Background: an optimization exercise with open tools, aiming at small area. Do not read the settings as production practice. The RTL was checked by simulation tests, not by an equivalence proof against the original design.

// fc_neuron_16
module fc_neuron_16 (
	input logic clk,
	input logic rst,
	input logic valid_in,
	input logic [255:0] data_in,
	output logic [15:0] data_out,
	output logic valid_out
);
For scale: roughly 1400 cells after synthesis, about 50 flip-flops, about 280 I/O pins, about 22000 um^2 of cells after synthesis.
==> flow/config.mk <==
export PLATFORM = sky130hd
export DESIGN_NAME = fc_neuron_16
export DESIGN_NICKNAME = fc_neuron_16
export VERILOG_FILES = /design/flow/design.v
export SDC_FILE = /design/flow/constraint.sdc
export NUM_CORES = 4
export LEC_CHECK = 0
export CAP_MARGIN = 20
export CORE_MARGIN = 2
export CORE_UTILIZATION = 40
export GPL_TIMING_DRIVEN = 0
export SLEW_MARGIN = 20
export SYNTH_HIERARCHICAL = 1
==> flow/constraint.sdc <==
create_clock -name core_clock -period 8.0 [get_ports {clk}]
set_input_delay 1.6000 -clock core_clock [delete_from_list [all_inputs] [get_ports {clk}]]
set_output_delay 1.6000 -clock core_clock [all_outputs]
set_load 0.01 [all_outputs]
standard.sh (not shown) runs the stock make flow with config.mk's settings and CLKGATE_MAP_FILE= SYNTH_SCRIPT=/design/flow/synth_recipe.tcl, a recipe that flattens the netlist after the stock synthesis.
==> flow/flow/run.sh <==
#!/bin/bash
set -euo pipefail
export BUFFER_PORTS_ARGS="-buffer_cell sky130_fd_sc_hd__buf_2"
bash standard.sh > standard.log 2>&1
Edit:
==> flow/run.sh (new file) <==
#!/bin/bash
# synth_recipe.tcl (not shown) runs the flow's synth.tcl, then flattens the netlist and writes it again
# the make line also repeats each setting of config.mk as NAME=value (left out here)
make -C /OpenROAD-flow-scripts/flow DESIGN_CONFIG=/design/flow/config.mk WORK_HOME=/design/flow/orfs CLKGATE_MAP_FILE= SYNTH_SCRIPT=/design/flow/synth_recipe.tcl finish
removed: flow/flow/run.sh
removed: flow/standard.sh
Outcome:
- The new run produced a clean layout
- via count fell slightly
- utilization rose by 3.6 points
- setup slack degrades by 0.086 ns
Edit:
==> flow/flow/run.sh (new file) <==
#!/bin/bash
set -euo pipefail
export BUFFER_PORTS_ARGS="-buffer_cell sky130_fd_sc_hd__buf_2"
bash standard.sh > standard.log 2>&1
==> flow/standard.sh (new file) <==
#!/bin/bash
# synth_recipe.tcl (not shown) runs the flow's synth.tcl, then flattens the netlist and writes it again
# the make line also repeats each setting of config.mk as NAME=value (left out here)
make -C /OpenROAD-flow-scripts/flow DESIGN_CONFIG=/design/flow/config.mk WORK_HOME=/design/flow/orfs CLKGATE_MAP_FILE= SYNTH_SCRIPT=/design/flow/synth_recipe.tcl "${@:-finish}"
removed: flow/run.sh
Effect:
- The new run finished clean
- worst hold slack stays flat
- via count grows by 1.5%
- worst setup slack gains 0.086 ns
- die area does not change
- first-iteration DRC count grows by 7.2%
- area after synthesis does not change
- routed wire length shrinks by 8.2%
- register-to-register slack gains 0.12 ns
- maximum frequency grows by 1.1%
- synthesized cell count does not change
Edit:
==> flow/run.sh (new file) <==
#!/bin/bash
# synth_recipe.tcl (not shown) runs the flow's synth.tcl, then flattens the netlist and writes it again
# the make line also repeats each setting of config.mk as NAME=value (left out here)
make -C /OpenROAD-flow-scripts/flow DESIGN_CONFIG=/design/flow/config.mk WORK_HOME=/design/flow/orfs CLKGATE_MAP_FILE= SYNTH_SCRIPT=/design/flow/synth_recipe.tcl finish
- GPL_TIMING_DRIVEN: 0 -> unset
removed: flow/flow/run.sh
removed: flow/standard.sh
Outcome: Clock-buffer cell count came out higher by 2; global-route usage rose by 4.8 points; hold slack degrades by 0.0084 ns; area after synthesis is unchanged; worst setup slack got worse by 0.12 ns; clock skew barely changes; design area goes up by 19%; first-iteration DRC count decreases by 3.9%.

* * *

== run A ==
fc_neuron_16, a different RTL version from the one above (not shown whole).
Size in the first run: roughly 1300 cells after synthesis, roughly 97 flip-flops, about 280 I/O pins.
==> flow/config.mk <==
export PLATFORM = sky130hd
export DESIGN_NAME = fc_neuron_16
export DESIGN_NICKNAME = fc_neuron_16
export VERILOG_FILES = /design/flow/design.v
export SDC_FILE = /design/flow/constraint.sdc
export NUM_CORES = 4
export LEC_CHECK = 0
export CAP_MARGIN = 20
export CORE_MARGIN = 2
export CORE_UTILIZATION = 40
export GPL_TIMING_DRIVEN = 0
export SLEW_MARGIN = 20
export SYNTH_HIERARCHICAL = 1
==> flow/constraint.sdc <==
create_clock -name core_clock -period 8.0 [get_ports {clk}]
set_input_delay 1.6000 -clock core_clock [delete_from_list [all_inputs] [get_ports {clk}]]
set_output_delay 1.6000 -clock core_clock [all_outputs]
set_load 0.01 [all_outputs]
==> flow/flow/run.sh <==
#!/bin/bash
set -euo pipefail
export BUFFER_PORTS_ARGS="-buffer_cell sky130_fd_sc_hd__buf_1"
bash standard.sh > standard.log 2>&1
--- input diff run A..run E ---
==> flow/flow/run.sh <==
#!/bin/bash
set -euo pipefail
export BUFFER_PORTS_ARGS="-buffer_cell sky130_fd_sc_hd__buf_2"
bash standard.sh > standard.log 2>&1
[summary]
Run E reports a lower transition at the pin with the smallest max-transition slack than run A does. Initial antenna violation count is lower on run E. Run E | status: complete | timing, DRC, antenna: pass. Run E -> run A: number of non-clock inverters delta 0, exact match.

## static timing again, ports no longer ideal
Ports are ideal in the flow. The routed layouts listed here were re-timed in OpenROAD.
Step 1 sets driving cells, clkbuf_16 on the clock port and buf_2 on the other inputs (assumed; they add their load-dependent delay and slew).
Step 2 also shifts input and output timing later by t, the mid clock arrival at the registers, as if the neighbouring blocks saw the same clock.
Three values: ideal ports, drivers, drivers and shift; two values: the first two.
run	shift t [ns]	setup slack, ns	hold WS [ns]	worst setup path at the end	pins driven straight from the clock port
the first run of note 1	0.343	0.198 / 0.218 / -0.125	0.460 / 0.460 / 0.460	input to register	1
the second run of note 1	0.335	0.111 / 0.132 / -0.203	0.461 / 0.461 / 0.461	input to register	1
the third run of note 1	0.343	0.198 / 0.218 / -0.125	0.460 / 0.460 / 0.460	input to register	1
the fourth run of note 1	0.329	0.080 / 0.094 / -0.235	0.451 / 0.451 / 0.451	input to register	1
run A	0.381	0.105 / 0.119 / -0.262	0.456 / 0.456 / 0.456	input to register	1
run E	0.384	0.127 / 0.141 / -0.243	0.448 / 0.448 / 0.448	input to register	1
Met with ideal ports but missed after step 2: setup timing in every run listed. For run E, which loses most, drivers alone change the setup slack by +0.014 ns; drivers and shift together by -0.370 ns.
